What follows belongs to an exercise in optimizing a design on an open flow for a short achievable clock period and few clock cycles per item; a production flow would make more cautious choices. No run shown here included a check of the RTL's function; only the layout flow was run. Power figures rest on the tool's default switching activity, not on a simulated workload.

File: design/flow/constraint.sdc
create_clock -name core_clock -period 9.0 [get_ports {clk}]
set_input_delay 1.8000 -clock core_clock [delete_from_list [all_inputs] [get_ports {clk}]]
set_output_delay 1.8000 -clock core_clock [all_outputs]
set_load 0.01 [all_outputs]
File: design/flow/run.sh
#!/bin/bash
# synth_recipe.tcl (not shown) runs the flow's synth.tcl, then flattens the netlist and writes it again
# the make line also repeats each setting of config.mk as NAME=value (left out here)
make -C /OpenROAD-flow-scripts/flow DESIGN_CONFIG=/design/flow/config.mk WORK_HOME=/design/flow/orfs CLKGATE_MAP_FILE= SYNTH_SCRIPT=/design/flow/synth_recipe.tcl finish
File: design/flow/design.v
`timescale 1ns/1ps
`default_nettype none
package dlx_isa_pkg;
  localparam int WORD_WIDTH   = 32;
  localparam int REG_COUNT    = 32;
  localparam int REG_BITS     = 5;
  localparam int OPCODE_WIDTH = 6;
  localparam int FUNCT_WIDTH  = 6;
  localparam int IMM_WIDTH    = 16;
  typedef logic [WORD_WIDTH-1:0]   word_t;
  typedef logic [REG_BITS-1:0]     reg_addr_t;
  typedef logic [OPCODE_WIDTH-1:0] opcode_t;
  typedef logic [FUNCT_WIDTH-1:0]  funct_t;
  typedef logic [IMM_WIDTH-1:0]    imm16_t;
  localparam opcode_t OP_RTYPE = 6'h00;
  localparam opcode_t OP_J     = 6'h02;
  localparam opcode_t OP_JAL   = 6'h03;
  localparam opcode_t OP_BEQZ  = 6'h04;
  localparam opcode_t OP_BNEZ  = 6'h05;
  localparam opcode_t OP_ADDI  = 6'h08;
  localparam opcode_t OP_ANDI  = 6'h0c;
  localparam opcode_t OP_ORI   = 6'h0d;
  localparam opcode_t OP_XORI  = 6'h0e;
  localparam opcode_t OP_JR    = 6'h12;
  localparam opcode_t OP_JALR  = 6'h13;
  localparam funct_t FN_ADD = 6'h20;
  localparam funct_t FN_SUB = 6'h22;
  localparam funct_t FN_AND = 6'h24;
  localparam funct_t FN_OR  = 6'h25;
  localparam funct_t FN_XOR = 6'h26;
  localparam funct_t FN_SLT = 6'h2a;
  localparam reg_addr_t LINK_REG = 5'd31;  
endpackage
`default_nettype wire
`timescale 1ns/1ps
`default_nettype none
package dlx_core_pkg;
  typedef enum logic [2:0] {
    ALU_ADD,
    ALU_SUB,
    ALU_AND,
    ALU_OR,
    ALU_XOR,
    ALU_SLT,
    ALU_PASS_B
  } alu_op_t;
  typedef enum logic [2:0] {
    FLOW_NEXT,
    FLOW_BEQZ,
    FLOW_BNEZ,
    FLOW_JUMP_REL,
    FLOW_JUMP_REG
  } flow_t;
  typedef struct packed {
    logic [31:0]           pc;
    logic [31:0]           pc_plus_four;
    alu_op_t                alu_op;
    flow_t                  flow;
    logic [31:0]           operand_a;
    logic [31:0]           operand_b;    
    logic [31:0]           offset;       
    logic [4:0]             dest;
    logic                   write;
    logic                   link;
  } decoded_t;
  typedef struct packed {
    logic               taken;
    logic [31:0]        target;
  } redirect_t;
  typedef struct packed {
    logic [31:0]           pc;
    logic                   write;
    logic [4:0]             dest;
    logic [31:0]           data;
  } retire_t;
endpackage
`default_nettype wire
`timescale 1ns/1ps
`default_nettype none
module dlx_core (
  input  wire logic        clk,
  input  wire logic        reset,
  input  wire logic        stall,
  input  wire logic [31:0] instr_data,
  output      logic [31:0] instr_addr,
  output      logic [31:0] retire_pc,
  output      logic        retire_write,
  output      logic [4:0]  retire_dest,
  output      logic [31:0] retire_data,
  output      logic        retire_valid
);
  logic [31:0] pc;
  logic        d_valid;
  logic [31:0] d_ir;
  logic [31:0] d_pc;
  logic [31:0] d_pc4;
  logic [31:0] d_tgt;     
  logic        d_pred;    
  logic        e_valid;
  logic        e_wr;
  logic [4:0]  e_dest;
  logic [31:0] e_pc;
  logic [31:0] e_a;
  logic [31:0] e_b;
  logic        e_fa;      
  logic        e_fb;      
  logic        e_add, e_sub, e_and, e_or, e_xor, e_slt, e_pass;
  logic        r_valid;
  logic        r_wr;
  logic [4:0]  r_dest;
  logic [31:0] r_pc;
  logic [31:0] r_data;
  logic        r_zero;    
  wire  [32*32-1:0] rf;   
  wire  [31:0]      nz;   
  logic [31:0] pc4;
  logic [5:0]  f_op;
  logic        f_j;
  logic        f_br;
  logic        f_pred;
  logic [31:0] f_tgt_b;
  logic [31:0] f_tgt_j;
  logic [31:0] f_tgt;
  assign instr_addr = pc;
  assign pc4     = pc + 32'd4;
  assign f_op    = instr_data[31:26];
  assign f_j     = (f_op[5:1] == 5'b00001);    
  assign f_br    = (f_op[5:1] == 5'b00010);    
  assign f_pred  = f_j | (f_br & instr_data[15]);
  assign f_tgt_b = pc4 + {{16{instr_data[15]}}, instr_data[15:0]};
  assign f_tgt_j = pc4 + {{6{instr_data[25]}}, instr_data[25:0]};
  assign f_tgt   = f_j ? f_tgt_j : f_tgt_b;
  logic [5:0]  op;
  logic [4:0]  rs1, rs2, rd;
  logic [5:0]  fn;
  logic [15:0] imm;
  logic        op_r, r_alu;
  logic        fn_add, fn_sub, fn_and, fn_or, fn_xor, fn_slt;
  logic        op_addi, op_andi, op_ori, op_xori, op_imm;
  logic        op_br, op_beqz, op_jr, op_link;
  logic        rs1_zero;
  logic [4:0]  dest;
  logic        d_wr;
  assign op   = d_ir[31:26];
  assign rs1  = d_ir[25:21];
  assign rs2  = d_ir[20:16];
  assign rd   = d_ir[15:11];
  assign fn   = d_ir[5:0];
  assign imm  = d_ir[15:0];
  assign op_r    = (op == 6'h00);
  assign fn_add  = (fn == 6'h20);
  assign fn_sub  = (fn == 6'h22);
  assign fn_and  = (fn == 6'h24);
  assign fn_or   = (fn == 6'h25);
  assign fn_xor  = (fn == 6'h26);
  assign fn_slt  = (fn == 6'h2a);
  assign r_alu   = op_r & (fn_add | fn_sub | fn_and | fn_or | fn_xor | fn_slt);
  assign op_addi = (op == 6'h08);
  assign op_andi = (op == 6'h0c);
  assign op_ori  = (op == 6'h0d);
  assign op_xori = (op == 6'h0e);
  assign op_imm  = op_addi | op_andi | op_ori | op_xori;
  assign op_br   = (op[5:1] == 5'b00010);       
  assign op_beqz = ~op[0];
  assign op_jr   = (op[5:1] == 5'b01001);       
  assign op_link = (op == 6'h03) | (op == 6'h13);
  assign rs1_zero = (rs1 == 5'd0);
  assign dest = op_r ? rd : (op_link ? 5'd31 : rs2);
  assign d_wr = (r_alu | op_imm | op_link) & (dest != 5'd0);
  logic [31:0] rf_a, rf_b, a_val, b_val;
  logic        r_hit_a, r_hit_b, e_hit_a, e_hit_b;
  assign rf_a    = rf[32*rs1 +: 32];
  assign rf_b    = rf[32*rs2 +: 32];
  assign r_hit_a = r_wr & (r_dest == rs1);
  assign r_hit_b = r_wr & (r_dest == rs2);
  assign e_hit_a = e_wr & (e_dest == rs1);
  assign e_hit_b = e_wr & (e_dest == rs2);
  assign a_val   = r_hit_a ? r_data : rf_a;
  assign b_val   = r_hit_b ? r_data : rf_b;
  logic        pass;
  logic [31:0] b_next;
  assign pass = op_link | (op_imm & rs1_zero);
  always_comb begin
    if (op_link)                 b_next = d_pc4;
    else if (op_r)               b_next = b_val;
    else if (op_addi)            b_next = {{16{imm[15]}}, imm};
    else if (op_andi & rs1_zero) b_next = 32'd0;
    else                         b_next = {16'h0000, imm};
  end
  logic e_fz;       
  logic a_nz;
  logic br_taken;
  logic d_hold;
  logic d_redir;
  logic [31:0] jr_val;
  logic [31:0] redir_tgt;
  assign a_nz     = e_hit_a ? ~e_fz : (r_hit_a ? ~r_zero : nz[rs1]);
  assign br_taken = op_beqz ? ~a_nz : a_nz;
  assign d_hold = d_valid & e_hit_a & ((op_br & e_slt) | (op_jr & ~e_pass));
  assign jr_val    = e_hit_a ? e_b : a_val;
  assign d_redir   = d_valid & ~d_hold & ((op_br & (br_taken ^ d_pred)) | op_jr);
  assign redir_tgt = op_jr ? {jr_val[31:2], 2'b00} : (br_taken ? d_tgt : d_pc4);
  logic [31:0] ea, eb, sum, diff, x_and, x_or, x_xor, add_t, res;
  logic        lt;
  assign ea    = e_fa ? r_data : e_a;
  assign eb    = e_fb ? r_data : e_b;
  assign sum   = ea + eb;
  assign diff  = ea - eb;
  assign x_and = ea & eb;
  assign x_or  = ea | eb;
  assign x_xor = ea ^ eb;
  assign lt    = (ea[31] ^ eb[31]) ? ea[31] : diff[31];
  assign add_t = x_xor ^ {x_or[30:0], 1'b0};
  assign e_fz  = ~|(({32{e_add}} & add_t) |
                    ({32{e_sub | e_xor}} & x_xor) |
                    ({32{e_and}} & x_and) |
                    ({32{e_or}} & x_or) |
                    ({32{e_pass}} & eb));
  assign res = ({32{e_add}} & sum) |
               ({32{e_sub}} & diff) |
               ({32{e_and}} & x_and) |
               ({32{e_or}} & x_or) |
               ({32{e_xor}} & x_xor) |
               {31'd0, e_slt & lt} |
               ({32{e_pass}} & eb);
  always_ff @(posedge clk or posedge reset) begin
    if (reset) begin
      pc <= 32'd0;
    end else if (d_redir) begin
      pc <= redir_tgt;
    end else if (!d_hold && !stall) begin
      pc <= f_pred ? f_tgt : pc4;
    end
  end
  always_ff @(posedge clk or posedge reset) begin
    if (reset) begin
      d_valid <= 1'b0;
      d_ir    <= 32'd0;
      d_pc    <= 32'd0;
      d_pc4   <= 32'd0;
      d_tgt   <= 32'd0;
      d_pred  <= 1'b0;
    end else if (d_redir) begin
      d_valid <= 1'b0;
    end else if (!d_hold) begin
      d_valid <= !stall;
      d_ir    <= instr_data;
      d_pc    <= pc;
      d_pc4   <= pc4;
      d_tgt   <= f_tgt;
      d_pred  <= f_pred;
    end
  end
  logic d_go;
  assign d_go = d_valid & ~d_hold;
  always_ff @(posedge clk or posedge reset) begin
    if (reset) begin
      e_valid <= 1'b0;
      e_wr    <= 1'b0;
      e_dest  <= 5'd0;
      e_pc    <= 32'd0;
      e_a     <= 32'd0;
      e_b     <= 32'd0;
      e_fa    <= 1'b0;
      e_fb    <= 1'b0;
      e_add   <= 1'b0;
      e_sub   <= 1'b0;
      e_and   <= 1'b0;
      e_or    <= 1'b0;
      e_xor   <= 1'b0;
      e_slt   <= 1'b0;
      e_pass  <= 1'b0;
    end else begin
      e_valid <= d_go;
      e_wr    <= d_go & d_wr;
      e_dest  <= dest;
      e_pc    <= d_pc;
      e_a     <= a_val;
      e_b     <= b_next;
      e_fa    <= e_hit_a;
      e_fb    <= e_hit_b & op_r;
      e_add   <= ~pass & ((op_r & fn_add) | op_addi);
      e_sub   <= op_r & fn_sub;
      e_and   <= ~pass & ((op_r & fn_and) | op_andi);
      e_or    <= ~pass & ((op_r & fn_or) | op_ori);
      e_xor   <= ~pass & ((op_r & fn_xor) | op_xori);
      e_slt   <= op_r & fn_slt;
      e_pass  <= pass;
    end
  end
  always_ff @(posedge clk or posedge reset) begin
    if (reset) begin
      r_valid <= 1'b0;
      r_wr    <= 1'b0;
      r_dest  <= 5'd0;
      r_pc    <= 32'd0;
      r_data  <= 32'd0;
      r_zero  <= 1'b1;
    end else begin
      r_valid <= e_valid;
      r_wr    <= e_wr;
      r_dest  <= e_dest;
      r_pc    <= e_pc;
      r_data  <= res;
      r_zero  <= e_slt ? ~lt : e_fz;
    end
  end
  assign rf[31:0] = 32'd0;
  assign nz[0]    = 1'b0;
  for (genvar g = 1; g < 32; g++) begin : gen_rf
    logic [31:0] q;
    logic        q_nz;
    always_ff @(posedge clk or posedge reset) begin
      if (reset) begin
        q    <= 32'd0;
        q_nz <= 1'b0;
      end else if (r_wr && r_dest == 5'(g)) begin
        q    <= r_data;
        q_nz <= ~r_zero;
      end
    end
    assign rf[32*g +: 32] = q;
    assign nz[g]          = q_nz;
  end
  assign retire_valid = r_valid;
  assign retire_pc    = r_pc;
  assign retire_write = r_wr;
  assign retire_dest  = r_dest;
  assign retire_data  = r_data;
endmodule
`default_nettype wire
File: design/flow/config.mk
export PLATFORM = sky130hd
export DESIGN_NAME = dlx_core
export DESIGN_NICKNAME = dlx_core
export VERILOG_FILES = /design/flow/design.v
export SDC_FILE = /design/flow/constraint.sdc
export NUM_CORES = 8
export LEC_CHECK = 0
export CAP_MARGIN = 20
export CORE_MARGIN = 2
export CORE_UTILIZATION = 40
export PLACE_DENSITY = 0.6
export SLEW_MARGIN = 20
==> results.json, run 1 <==
{
  "min_period_ns": 6.44,
  "cts_resized": 0,
  "hold_viol_final": 0,
  "synthCells": 5743,
  "cts_buffers": 155,
  "wl_mm": 259,
  "nets": 5805,
  "ys_ff_latch": 1367,
  "maxCapViolCount": 0,
  "synthesis.area_mm2": 0.0761,
  "cts_tree": "built",
  "start_kind": "flip-flop",
  "hold_class": "reg2reg",
  "ir_drop_mv": 0.154,
  "yosys.area_share.xor_xnor_pct": 1.70,
  "cts_hold_buf": 0,
  "fmax_mhz": 155,
  "synth_nets": 5909,
  "port_buffers": 137,
  "drtPass1Iterations": 8,
  "syn_area_per_cell_um2": 13.3,
  "synth-simple-area-share_pct": 4.50,
  "area_delta_synth_final_pct": 12.3,
  "synth_compound_area_share_pct": 6.19,
  "dpl.hpwl_mm": 161,
  "skew_ns": 0.0399,
  "h-tree-depth": 4,
  "status": "timing/DRC/antenna clean",
  "vias": 51627,
  "overflow": 0,
  "setup_tns_ns": 0,
  "drt-wirelength-per-cell_um": 31.2,
  "slew_violations": 0,
  "multiInputGateArea_mm2": 0.0395,
  "io_pins": 138,
  "dieHeight_um": 440,
  "start_util_pct": 40.2,
  "critPathRequiredTime_ns": 9.75,
  "synth_edf_count": 0,
  "synthFlopType": "dfrtp_1",
  "final_layout_size_suffix_gt1_share_pct": 39.1,
  "synthMuxAreaShare_pct": 37.0,
  "dieWidth_um": 440,
  "clk_pin_slew_ns": 0.06,
  "finalSetupViolCount": 0,
  "grt_max_degree": 165,
  "crit_arrival_ns": 7.19,
  "antenna_found_initial": 3,
  "ys_seq_area_share_pct": 44.9,
  "worst_slew_pin_slew_ns": 1.21,
  "synth_fa_ha_area_share_pct": 2.21,
  "drt_iter0_markers": 4888,
  "fillCellCount": 16789,
  "route.antenna.remaining_nets": 0,
  "power.leakage_nw": 38.3,
  "place_ws_ns": 2.69,
  "clock_sinks": 1367,
  "p_per_area_mw_per_mm2": 187,
  "slew_headroom_pct": 18.6,
  "post_cts_buffers": 0,
  "seq_area_mm2": 0.0343,
  "path_max_fanout": 24,
  "critPathKind": "reg2reg",
  "root_buffer": "clkbuf_16",
  "remaining_drc_errors": 0,
  "cts_max_path_buffers": 3,
  "grt_pass1_wl_mm": 376,
  "ys_warn_count": 1,
  "place_congestion": 1.02,
  "insertion_delay_ns": 0.84,
  "synth_top_family_by_area": "multiplexers",
  "period_share_pct": 71.5,
  "track_usage_pct": 26.7,
  "async_flop_share_pct": 100,
  "grt_pass1_vias": 51794,
  "avgViaCountPerCell": 6.24,
  "layout_setup_ws_ns": 2.56,
  "ys_types": 78,
  "dieArea_mm2": 0.194,
  "rsz0062_at_grt": "false",
  "core_area_mm2": 0.190,
  "worstSetupEndpointType": "flip-flop",
  "core.rowCount": 160
}
==> flip-flops by register name, indices dropped and copies added, names as in the netlist, 5 cells and up <==
name         cells
r_pc            32
gen_rf.q       992
d_pc            30
pc              32
e_dest           5
d_ir            32
r_data          32
r_dest           5
e_a             32
e_pc            32
e_b             32
d_pc4           32
gen_rf.q_nz     31
d_tgt           32
==> layout by cell type (no fill, tap or decap), types with 16 or more instances in the layout <==
| master | n |
|---|---|
| a22o_1 | 69 |
| ha_1 | 127 |
| clkbuf_1 | 37 |
| mux2_1 | 17 |
| inv_1 | 123 |
| nand4_1 | 31 |
| o211ai_1 | 23 |
| nand3_1 | 56 |
| a21o_1 | 29 |
| a221oi_1 | 23 |
| buf_4 | 133 |
| mux2_2 | 1193 |
| a21oi_1 | 174 |
| clkbuf_8 | 35 |
| mux4_2 | 583 |
| xor2_1 | 68 |
| clkbuf_16 | 156 |
| clkdlybuf4s50_1 | 137 |
| nor2_1 | 179 |
| dfrtp_1 | 1350 |
| nor3_1 | 31 |
| o2111ai_1 | 27 |
| xnor2_1 | 75 |
| nand2_1 | 292 |
| mux2i_1 | 141 |
| o21bai_1 | 16 |
| nor4_1 | 28 |
| nand2b_1 | 22 |
| o21ai_0 | 226 |
| a211oi_1 | 18 |
==> per-layer routing <==
metal  global-route usage [%]  share of wire [%]  up-vias
met5                        0                  0        -
met4                     10.6                4.3        0
met3                     5.32                7.6      447
met2                     40.3                 45     2134
met1                     37.7                 43    27687
li1                         -                  -    21359
==> cell families (layout without fill, tap and decap cells) <==
family	after synthesis	count (layout)
flops	1367	1367
mux	1936	1936
compound gates	735	735
xor+xnor	145	145
other cells	0	3
simple gates	755	755
buf+inv	673	696
fa+ha+maj	132	132
==> metrics by stage <==
| stage | std cells | hold WS (ns) | cell area, um^2 | power [W] | utilization, % |
|---|---|---|---|---|---|
| after floorplan | 5743 | 0.331 | 76100 | 0.00848 | - |
| after global placement | 7993 | 0.332 | 80100 | 0.00934 | 42.2 |
| after detailed placement | 7993 | 0.335 | 80100 | 0.00938 | 42.2 |
| after CTS | 8277 | 0.349 | 85500 | 0.0161 | 45.1 |
| after global routing | 8277 | 0.352 | 85500 | 0.0166 | 45.1 |
| final | 8280 | 0.347 | 85500 | 0.0160 | 45.1 |
==> worst max-delay path, cell delays in order (launching register included) <==
cell and delay [ns]:
dfrtp_2 0.72, buf_4 0.46, mux2_2 0.42, inv_1 0.09
ha_1 0.33, or4_1 0.64, or4_1 0.44, nor3_1 0.22
a31oi_1 0.13, o41a_1 0.59, xnor3_1 0.33, a21o_2 0.42
and2_1 0.80, buf_4 0.30, buf_4 0.21, mux2i_1 0.21
==> layout make-up <==
cell class | instances | area share (%)
Clock inverter | 56 | 1.05
Sequential cell | 1367 | 40.1
Tap cell | 2511 | 3.67
Multi-Input combinational cell | 3703 | 46.2
Antenna cell | 3 | 0.00878
Inverter | 127 | 0.562
Timing Repair Buffer | 285 | 3.12
Clock buffer | 228 | 5.29
==> final timing paths <==
check / slack (ns) / from / end / cells past startpoint
min in group asynchronous: 1.31 / reset / d_tgt[28] / 2
max in group asynchronous: 5.80 / reset / gen_rf[29].q[22] / 4
worst max-delay path: 2.56 / e_fb / pc[2] / 15
worst max register to register: 2.56 / e_fb / pc[2] / 15
worst min register to register: 0.35 / e_pc[28] / r_pc[28] / 0
worst min-delay path: 0.35 / e_pc[28] / r_pc[28] / 0
==> synth_stat cells, drive strengths merged (18+ instances only) <==
| cell | n | area, um^2 |
|---|---|---|
| o21ai | 237 | 1190 |
| a211oi | 18 | 135 |
| nor2 | 190 | 713 |
| clkbuf | 412 | 1550 |
| nor4 | 30 | 188 |
| a21o | 30 | 226 |
| buf | 134 | 579 |
| nand2 | 301 | 1130 |
| mux2 | 1212 | 13700 |
| o2111ai | 27 | 236 |
| nand4 | 31 | 194 |
| nor3 | 35 | 175 |
| mux4 | 583 | 13100 |
| mux2i | 141 | 1410 |
| ha | 127 | 1590 |
| o211ai | 23 | 173 |
| a221oi | 23 | 201 |
| nand2b | 24 | 150 |
| nand3 | 56 | 280 |
| a22o | 69 | 604 |
| inv | 125 | 469 |
| xor2 | 68 | 596 |
| xnor2 | 76 | 673 |
| dfrtp | 1366 | 34200 |
| a21oi | 174 | 871 |
==> power by group <==
| group | switching (W) | leakage, nW | internal [W] |
|---|---|---|---|
| clock | 0.00277 | 2.63 | 0.00395 |
| combinational | 0.00130 | 17.1 | 0.00101 |
| sequential | 0.000424 | 18.5 | 0.00656 |
| total | 0.00449 | 38.3 | 0.0115 |
==> inputs of run 2 (changes only) <==
--- a/design/flow/config.mk
+++ b/design/flow/config.mk
@@ -7,2 +7,3 @@
 export LEC_CHECK = 0
+export ABC_CLOCK_PERIOD_IN_PS = 2500
 export CAP_MARGIN = 20
@@ -11,2 +12,3 @@
 export PLACE_DENSITY = 0.6
+export SETUP_SLACK_MARGIN = 5
 export SLEW_MARGIN = 20
==> run 2 against run 1 <==
Compared with the run above: sequential cell count did not move; critical path depth rose by 1; setup slack improved by 1.9 ns; wire length rose by 4.4%; largest power group unchanged; still clean; non-clock buffer count rose by 152.
==> results.json, run 2 <==
{
  "netSwitchingFraction_pct": 28.6,
  "status": "timing/DRC/antenna clean",
  "path_cells": "buf_8, buf_12, mux2_4, inv_1, ha_4, xor2_1, nand4_1, nor4_2, nand4_1, a22o_1, o41a_1, xnor3_2, a31o_4, buf_12, clkbuf_16, mux2_2",
  "synthCells": 5743,
  "crit_family": "compound AO/OA/AOI/OAI gates",
  "avgViaCountPerCell": 6.28,
  "worstSetupEndpointType": "flip-flop",
  "worst_slew_pin_slew_ns": 1.21,
  "yosysMostFrequentCell": "dfrtp_1",
  "synth_top_area_share_pct": 44.9,
  "hold_class": "reg2reg",
  "slew_headroom_pct": 19.5,
  "p_int_w": 0.0118,
  "power.leakage_nw": 40.0,
  "syn_area_per_cell_um2": 13.3,
  "grt_pass1_wl_mm": 387,
  "dpl.hpwl_mm": 161,
  "p_switching_w": 0.00472,
  "place_congestion": 1.02,
  "dieHeight_um": 440,
  "clk_pin_slew_ns": 0.06,
  "p_per_area_mw_per_mm2": 184,
  "slowest_delay_ns": 0.56,
  "insertion_delay_ns": 0.84,
  "core.rowCount": 160,
  "final_common_cell": "dfrtp_1",
  "nets": 5963,
  "synth.largest_area_cell": "dfrtp_1",
  "clock_sinks": 1367,
  "remaining_drc_errors": 0,
  "ys_types": 78,
  "start_util_pct": 40.2,
  "place_ws_ns": 2.69,
  "p_clk_share_pct": 40.9,
  "largest_reg_flops": 992,
  "ys_ff_latch": 1367,
  "root_buffer": "clkbuf_16",
  "cts_buffers": 155,
  "critPathRequiredTime_ns": 9.71,
  "crit_start": "e_fb",
  "maxCapViolCount": 0,
  "track_usage_pct": 27.5,
  "setup_tns_ns": 0,
  "r2r_start": "e_fb",
  "cts_tree": "built",
  "regMostFlops": "gen_rf.q",
  "slew_violations": 0,
  "port_buffers": 137,
  "wl_mm": 270,
  "hold_viol_final": 0,
  "async_flop_share_pct": 100,
  "dieWidth_um": 440,
  "synthFlopType": "dfrtp_1",
  "period_share_pct": 50.6,
  "overflow": 0,
  "vias": 52991,
  "antenna_found_initial": 6,
  "p_comb_share_pct": 16.4,
  "grt_pass1_vias": 52893,
  "min_period_ns": 4.55,
  "seqPwrFrac_pct": 42.6,
  "cpMaxStageDelayCell": "dfrtp_4",
  "layout_common_cells": "1334 x dfrtp_1, 1150 x mux2_2, 583 x mux4_2",
  "final_cell_area_mm2": 0.0896,
  "critPathKind": "reg2reg",
  "drtPass1Iterations": 6,
  "worstHoldStart": "e_pc[20]",
  "skew_ns": 0.0458,
  "placed_area_mm2": 0.0801,
  "area_delta_synth_final_pct": 17.7,
  "rsz0062_at_grt": "true",
  "ir_drop_mv": 0.149,
  "synthTopCellsByArea": "dfrtp_1 45%, mux2_2 18%, mux4_2 17%",
  "synthesis.area_mm2": 0.0761,
  "drt_iter0_markers": 5353,
  "finalSetupViolCount": 0,
  "cts_max_path_buffers": 3,
  "drt-wirelength-per-cell_um": 32.0,
  "ys_seq_area_share_pct": 44.9,
  "synth_edf_count": 0,
  "netlist_top_cells_count": "1366 x dfrtp_1, 1193 x mux2_2, 583 x mux4_2, 410 x clkbuf_1, 301 x nand2_1",
  "route.antenna.remaining_nets": 0,
  "io_pins": 138,
  "start_kind": "flip-flop",
  "layout_setup_ws_ns": 4.45,
  "core_area_mm2": 0.190,
  "dieArea_mm2": 0.194,
  "ys_warn_count": 1,
  "synth_nets": 5909,
  "crit_arrival_ns": 5.26,
  "crit_buf_inv": 5,
  "fmax_mhz": 220,
  "grt_max_degree": 165,
  "path_max_fanout": 8,
  "final_layout_size_suffix_gt1_share_pct": 45.4,
  "h-tree-depth": 4
}
## run 2: changes by cell type in the layout (fill, tap and decap cells not counted), moves of 26 or more
cell	delta
ha_1	-45
ha_4	+32
mux2_2	-43
buf_6	+43
mux2_4	+60
buf_4	+42
o21ai_1	+30
nand2_1	-31
o21ai_2	+26
o21ai_0	-57
## run 2: layout make-up
class	instances	area [um^2]
Fill cell	16384	100000
Multi-Input combinational cell	3709	41400
Sequential cell	1367	34300
Timing Repair Buffer	437	4850
Clock buffer	228	4520
Tap cell	2511	3140
Clock inverter	56	897
Inverter	127	504
Antenna cell	2	5.00
## run 2: layer usage
layer  track usage (%)  vias to the layer above  part of all wire [%]  routed length [um]
li1                  -                    21690                     -                   -
met1              38.3                    28209                    42              113000
met2              41.4                     2527                    44              120000
met3              6.05                      565                   8.6               23300
met4              11.9                        0                   5.0               13600
met5                 0                        -                     0                   0
## run 2: logic make-up (layout without fill, tap and decap cells)
group / count (synthesis) / count (layout) / share of synthesized area, %
xor+xnor: 145 / 145 / 1.70
fa+ha+maj: 132 / 132 / 2.21
buf+inv: 673 / 848 / 3.43
flops: 1367 / 1367 / 44.9
other cells: 0 / 2 / 0
simple gates: 755 / 756 / 4.50
compound gates: 735 / 740 / 6.19
mux: 1936 / 1936 / 37.0
## run 2: path summary, 6_finish.rpt
| path | cells past startpoint | slack [ns] | endpoint |
|---|---|---|---|
| max in group asynchronous | 4 | 5.79 | gen_rf[30].q[28] |
| worst min-delay path | 0 | 0.35 | r_pc[20] |
| worst max-delay path | 16 | 4.45 | d_pc[26] |
| worst min register to register | 0 | 0.35 | r_pc[20] |
| min in group asynchronous | 2 | 1.30 | gen_rf[25].q[15] |
| worst max register to register | 16 | 4.45 | d_pc[26] |
## run 2: power by group through the flow
stage | registers, W | logic, W | clock network (W)
floorplan | 0.00693 | 0.00155 | 0
global placement | 0.00707 | 0.00227 | 0
detailed placement | 0.00708 | 0.00230 | 0
CTS | 0.00697 | 0.00249 | 0.00683
global route | 0.00705 | 0.00288 | 0.00709
finish | 0.00702 | 0.00271 | 0.00674
## run 2: repair_timing
item / 4_1_cts / 5_1_grt
hold buffers: 0 / 0
resized for setup: 323 / 298
endpoints found under the setup margin: 256 / 195
setup buffers: 84 / 41
pin swaps: 54 / 67
gates cloned: 16 / 16
## run 2: through the flow
| step | hold slack (ns) | power [W] | instances | utilization, % |
|---|---|---|---|---|
| global route | 0.352 | 0.0170 | 8435 | 47.3 |
| CTS | 0.349 | 0.0163 | 8377 | 46.4 |
| floorplan | 0.331 | 0.00848 | 5743 | - |
| detailed placement | 0.335 | 0.00938 | 7993 | 42.2 |
| global placement | 0.332 | 0.00934 | 7993 | 42.2 |
| finish | 0.346 | 0.0165 | 8437 | 47.3 |
==> inputs of run 3 (changes only) <==
--- a/design/flow/design.v
+++ b/design/flow/design.v
@@ -128,6 +128,4 @@
   assign f_br    = (f_op[5:1] == 5'b00010);    
-  assign f_pred  = f_j | (f_br & instr_data[15]);
   assign f_tgt_b = pc4 + {{16{instr_data[15]}}, instr_data[15:0]};
   assign f_tgt_j = pc4 + {{6{instr_data[25]}}, instr_data[25:0]};
-  assign f_tgt   = f_j ? f_tgt_j : f_tgt_b;
   logic [5:0]  op;
@@ -198,6 +196,36 @@
   assign br_taken = op_beqz ? ~a_nz : a_nz;
-  assign d_hold = d_valid & e_hit_a & ((op_br & e_slt) | (op_jr & ~e_pass));
+  assign d_hold = d_valid & e_hit_a & ((op_br & e_slt) | (op_jr & ~d_pred & ~e_pass));
   assign jr_val    = e_hit_a ? e_b : a_val;
-  assign d_redir   = d_valid & ~d_hold & ((op_br & (br_taken ^ d_pred)) | op_jr);
+  assign d_redir   = d_valid & ~d_hold & ((op_br & (br_taken ^ d_pred)) | (op_jr & ~d_pred));
   assign redir_tgt = op_jr ? {jr_val[31:2], 2'b00} : (br_taken ? d_tgt : d_pc4);
+  logic       f_jr;
+  logic [4:0] f_rs;
+  logic       fd_hit, fe_hit, fr_hit;
+  logic       f_jr_known;
+  logic [31:0] f_jr_val;
+  assign f_jr   = (f_op[5:1] == 5'b01001);
+  assign f_rs   = instr_data[25:21];
+  assign fd_hit = d_valid & d_wr & (dest == f_rs);
+  assign fe_hit = e_wr & (e_dest == f_rs);
+  assign fr_hit = r_wr & (r_dest == f_rs);
+  always_comb begin
+    if (fd_hit) begin
+      f_jr_known = pass;
+      f_jr_val   = b_next;
+    end else if (fe_hit) begin
+      f_jr_known = e_pass;
+      f_jr_val   = e_b;
+    end else if (fr_hit) begin
+      f_jr_known = 1'b1;
+      f_jr_val   = r_data;
+    end else if (f_rs == 5'd31) begin
+      f_jr_known = 1'b1;
+      f_jr_val   = rf[32*31 +: 32];
+    end else begin
+      f_jr_known = (f_rs == 5'd0);
+      f_jr_val   = 32'd0;
+    end
+  end
+  assign f_pred = f_j | (f_br & instr_data[15]) | (f_jr & f_jr_known);
+  assign f_tgt  = f_jr ? {f_jr_val[31:2], 2'b00} : (f_j ? f_tgt_j : f_tgt_b);
   logic [31:0] ea, eb, sum, diff, x_and, x_or, x_xor, add_t, res;
==> design/flow/flow/run.sh (new file) <==
#!/bin/bash
set -euo pipefail
bash standard.sh SETUP_SLACK_MARGIN=6.3 finish > standard_flow.log 2>&1
==> design/flow/standard.sh (new file) <==
#!/bin/bash
# synth_recipe.tcl (not shown) runs the flow's synth.tcl, then flattens the netlist and writes it again
# the make line also repeats each setting of config.mk as NAME=value (left out here)
make -C /OpenROAD-flow-scripts/flow DESIGN_CONFIG=/design/flow/config.mk WORK_HOME=/design/flow/orfs CLKGATE_MAP_FILE= SYNTH_SCRIPT=/design/flow/synth_recipe.tcl "${@:-finish}"
--- a/design/flow/config.mk
+++ b/design/flow/config.mk
@@ -12,3 +12,2 @@
 export PLACE_DENSITY = 0.6
-export SETUP_SLACK_MARGIN = 5
 export SLEW_MARGIN = 20
removed: design/flow/run.sh
==> run 3 against run 2 <==
Compared with the run above: count of clock-buffer cells in the layout fell by 4; total power rose by 0.99%; die area rose by 2.7%; via count rose by 17%; critical endpoint is now d_tgt[1]; first-iteration DRC count rose by 43%; non-clock buffer count rose by 395; area after synthesis rose by 2.8%; wire length rose by 22%.
==> results.json, run 3 <==
{
  "status": "timing/DRC/antenna clean",
  "async_flop_share_pct": 100,
  "drt-wirelength-per-cell_um": 35.3,
  "insertion_delay_ns": 0.85,
  "path_cells": "buf_12, buf_12, mux2i_4, inv_2, ha_4, or4_4, or4_4, a2111oi_4, a41oi_4, o21a_1, or4_4, nor3_4, buf_6, buf_12, mux2_4",
  "p_comb_share_pct": 19.8,
  "setup_tns_ns": 0,
  "dieArea_mm2": 0.199,
  "port_buffers": 137,
  "placed_area_mm2": 0.0820,
  "ys_seq_area_share_pct": 43.7,
  "layout_setup_ws_ns": 4.09,
  "p_switching_w": 0.00494,
  "grt_pass1_wl_mm": 462,
  "h-tree-depth": 4,
  "dpl.hpwl_mm": 182,
  "largest_reg_flops": 992,
  "wl_mm": 331,
  "clk_pin_slew_ns": 0.06,
  "layout_common_cells": "1298 x dfrtp_1, 1053 x mux2_2, 544 x mux4_2",
  "yosysMostFrequentCell": "dfrtp_1",
  "maxCapViolCount": 0,
  "cts_tree": "built",
  "crit_arrival_ns": 5.64,
  "slowest_delay_ns": 0.60,
  "track_usage_pct": 32.4,
  "synth_nets": 6457,
  "area_delta_synth_final_pct": 26.9,
  "period_share_pct": 54.5,
  "p_per_area_mw_per_mm2": 168,
  "regMostFlops": "gen_rf.q",
  "synthesis.area_mm2": 0.0782,
  "place_congestion": 1.01,
  "power.leakage_nw": 44.4,
  "skew_ns": 0.0415,
  "ys_types": 86,
  "path_max_fanout": 7,
  "cts_max_path_buffers": 3,
  "start_kind": "flip-flop",
  "drt_iter0_markers": 7634,
  "vias": 61829,
  "seqPwrFrac_pct": 41.2,
  "nets": 6862,
  "synthCells": 6291,
  "ir_drop_mv": 0.167,
  "cts_buffers": 153,
  "critPathRequiredTime_ns": 9.73,
  "hold_viol_final": 0,
  "syn_area_per_cell_um2": 12.4,
  "worstSetupEndpointType": "flip-flop",
  "place_ws_ns": 2.47,
  "hold_class": "reg2reg",
  "grt_pass1_vias": 61122,
  "netSwitchingFraction_pct": 29.7,
  "remaining_drc_errors": 0,
  "clock_sinks": 1367,
  "netlist_top_cells_count": "1366 x dfrtp_1, 1072 x mux2_2, 544 x mux4_2, 508 x nand2_1, 444 x clkbuf_1",
  "critPathKind": "reg2reg",
  "rsz0062_at_grt": "true",
  "overflow": 0,
  "drtPass1Iterations": 7,
  "fmax_mhz": 204,
  "slew_violations": 0,
  "route.antenna.remaining_nets": 0,
  "antenna_found_initial": 22,
  "cts_hold_buf": 0,
  "crit_family": "simple AND/OR/NAND/NOR gates",
  "ys_warn_count": 1,
  "dieWidth_um": 446,
  "core.rowCount": 162,
  "worst_slew_pin_slew_ns": 1.08,
  "crit_buf_inv": 5,
  "synthFlopType": "dfrtp_1",
  "grt_max_degree": 101,
  "cpMaxStageDelayCell": "or4_4",
  "p_int_w": 0.0117,
  "ys_ff_latch": 1367,
  "core_area_mm2": 0.195,
  "io_pins": 138,
  "final_layout_size_suffix_gt1_share_pct": 47.9,
  "synthTopCellsByArea": "dfrtp_1 44%, mux4_2 16%, mux2_2 15%",
  "root_buffer": "clkbuf_16",
  "dieHeight_um": 446,
  "synth.largest_area_cell": "dfrtp_1",
  "finalSetupViolCount": 0,
  "synth_top_area_share_pct": 43.7,
  "final_cell_area_mm2": 0.0993,
  "avgViaCountPerCell": 6.60,
  "final_common_cell": "dfrtp_1",
  "synth_edf_count": 0,
  "slew_headroom_pct": 28.1,
  "min_period_ns": 4.91,
  "start_util_pct": 40.2,
  "p_clk_share_pct": 39.0
}
## run 3: cell count changes after synthesis, sizes merged, moves of 34 or more
cell / previous run / this run
mux2i: 141 / 201
xor2: 68 / 34
a211oi: 18 / 69
mux4: 583 / 544
nand2: 301 / 508
mux2: 1212 / 1072
xnor2: 76 / 118
a21oi: 174 / 213
and2: 5 / 51
## run 3: routing by layer
metal	global-route usage, %	part of all wire, %
met4	20.3	7.4
met1	41.8	37
met5	0	0.028
met3	9.39	12
met2	47.9	43
## run 3: worst reg2reg max path: cells and delay by family (launching register included)
family | cells | cell delay, ns
buffers and inverters | 5 | 0.71
AND/OR/NAND/NOR | 4 | 1.96
adder cells (fa/ha/maj) | 1 | 0.18
multiplexers | 2 | 0.59
AO/OA/AOI/OAI | 3 | 0.90
flip-flops | 1 | 0.45
## run 3: power by group through the flow
stage	Sequential, W	Combinational [W]	Clock (W)
after floorplan	0.00686	0.00154	0
after global placement	0.00697	0.00237	0
after detailed placement	0.00698	0.00238	0
after CTS	0.00683	0.00305	0.00654
after global routing	0.00688	0.00346	0.00678
final	0.00686	0.00329	0.00649
## run 3: what timing repair did
action                     in CTS  in global routing
setup endpoints to repair    2106               1248
resized for setup            1512                262
buffers inserted              299                121
pin swaps                     118                 85
cloned                         98                 24
## run 3: worst paths after layout
path                           from         end  slack (ns)  cells after the start
min in group asynchronous     reset       pc[2]        1.53                      3
min                        e_pc[15]    r_pc[15]        0.35                      0
max                            e_fb    d_tgt[1]        4.09                     15
min reg2reg                e_pc[15]    r_pc[15]        0.35                      0
max reg2reg                    e_fb    d_tgt[1]        4.09                     15
max in group asynchronous     reset  r_data[26]        6.28                      5
## run 3: metrics by stage
step | hold slack, ns | total power (W) | std cells | util (%)
after floorplan | 0.331 | 0.00841 | 6291 | -
after global placement | 0.333 | 0.00934 | 8541 | 42.2
after detailed placement | 0.335 | 0.00936 | 8541 | 42.2
after CTS | 0.349 | 0.0164 | 9209 | 49.6
after global routing | 0.354 | 0.0171 | 9360 | 51.0
final | 0.347 | 0.0166 | 9368 | 51.0
## run 3: cell type report
class	instances	area, um^2
inverter	157	602
multi-input combinational	4184	44600
fill	16340	95300
sequential	1367	34300
clock buffer	224	4450
clock inverter	47	582
antenna	14	35.0
timing repair buffer	832	11500
tap	2542	3180
timing repair inverter	1	5.00
## run 3: cells by family after synthesis
kind of cell	Yosys count	synth area share (%)
AND/OR/NAND/NOR	1113	6.60
XOR/XNOR	152	1.70
AO/OA/AOI/OAI	962	8.35
buffers and inverters	749	3.81
multiplexers	1817	33.7
adder cells (fa/ha/maj)	131	2.13
flip-flops	1367	43.7

what the ideal ports hide:
The flow's constraints put no driver on any port. The routed layouts listed below were extracted and timed again, unchanged, in two steps.
Step 1, drivers: a clkbuf_16 drives clk and a buf_2 each remaining input, both assumed.
Step 2 adds t to the input delays and takes it off the output delays; t is the mean of the earliest and latest rising clock arrival at the registers after step 1. Input paths then give back, and output paths get back, about the clock's delay inside the block.
Slacks: ideal ports / drivers / drivers and shift; pairs: ideal ports / drivers.
run | t, ns | slack for setup (ns) | worst slew at a driven data input, ns | pins driven straight from the clock port
run 1 | 0.909 | 2.564 / 2.564 / 2.564 | 0.05 | 1
run 2 | 0.905 | 4.449 / 4.449 / 3.697 | 0.06 | 1
run 3 | 0.918 | 4.093 / 4.093 / 3.529 | 0.10 | 1
After both steps every run listed still meets setup and hold. For run 2, which loses most, drivers alone change the setup slack by 0.000 ns; drivers and shift together by -0.752 ns.
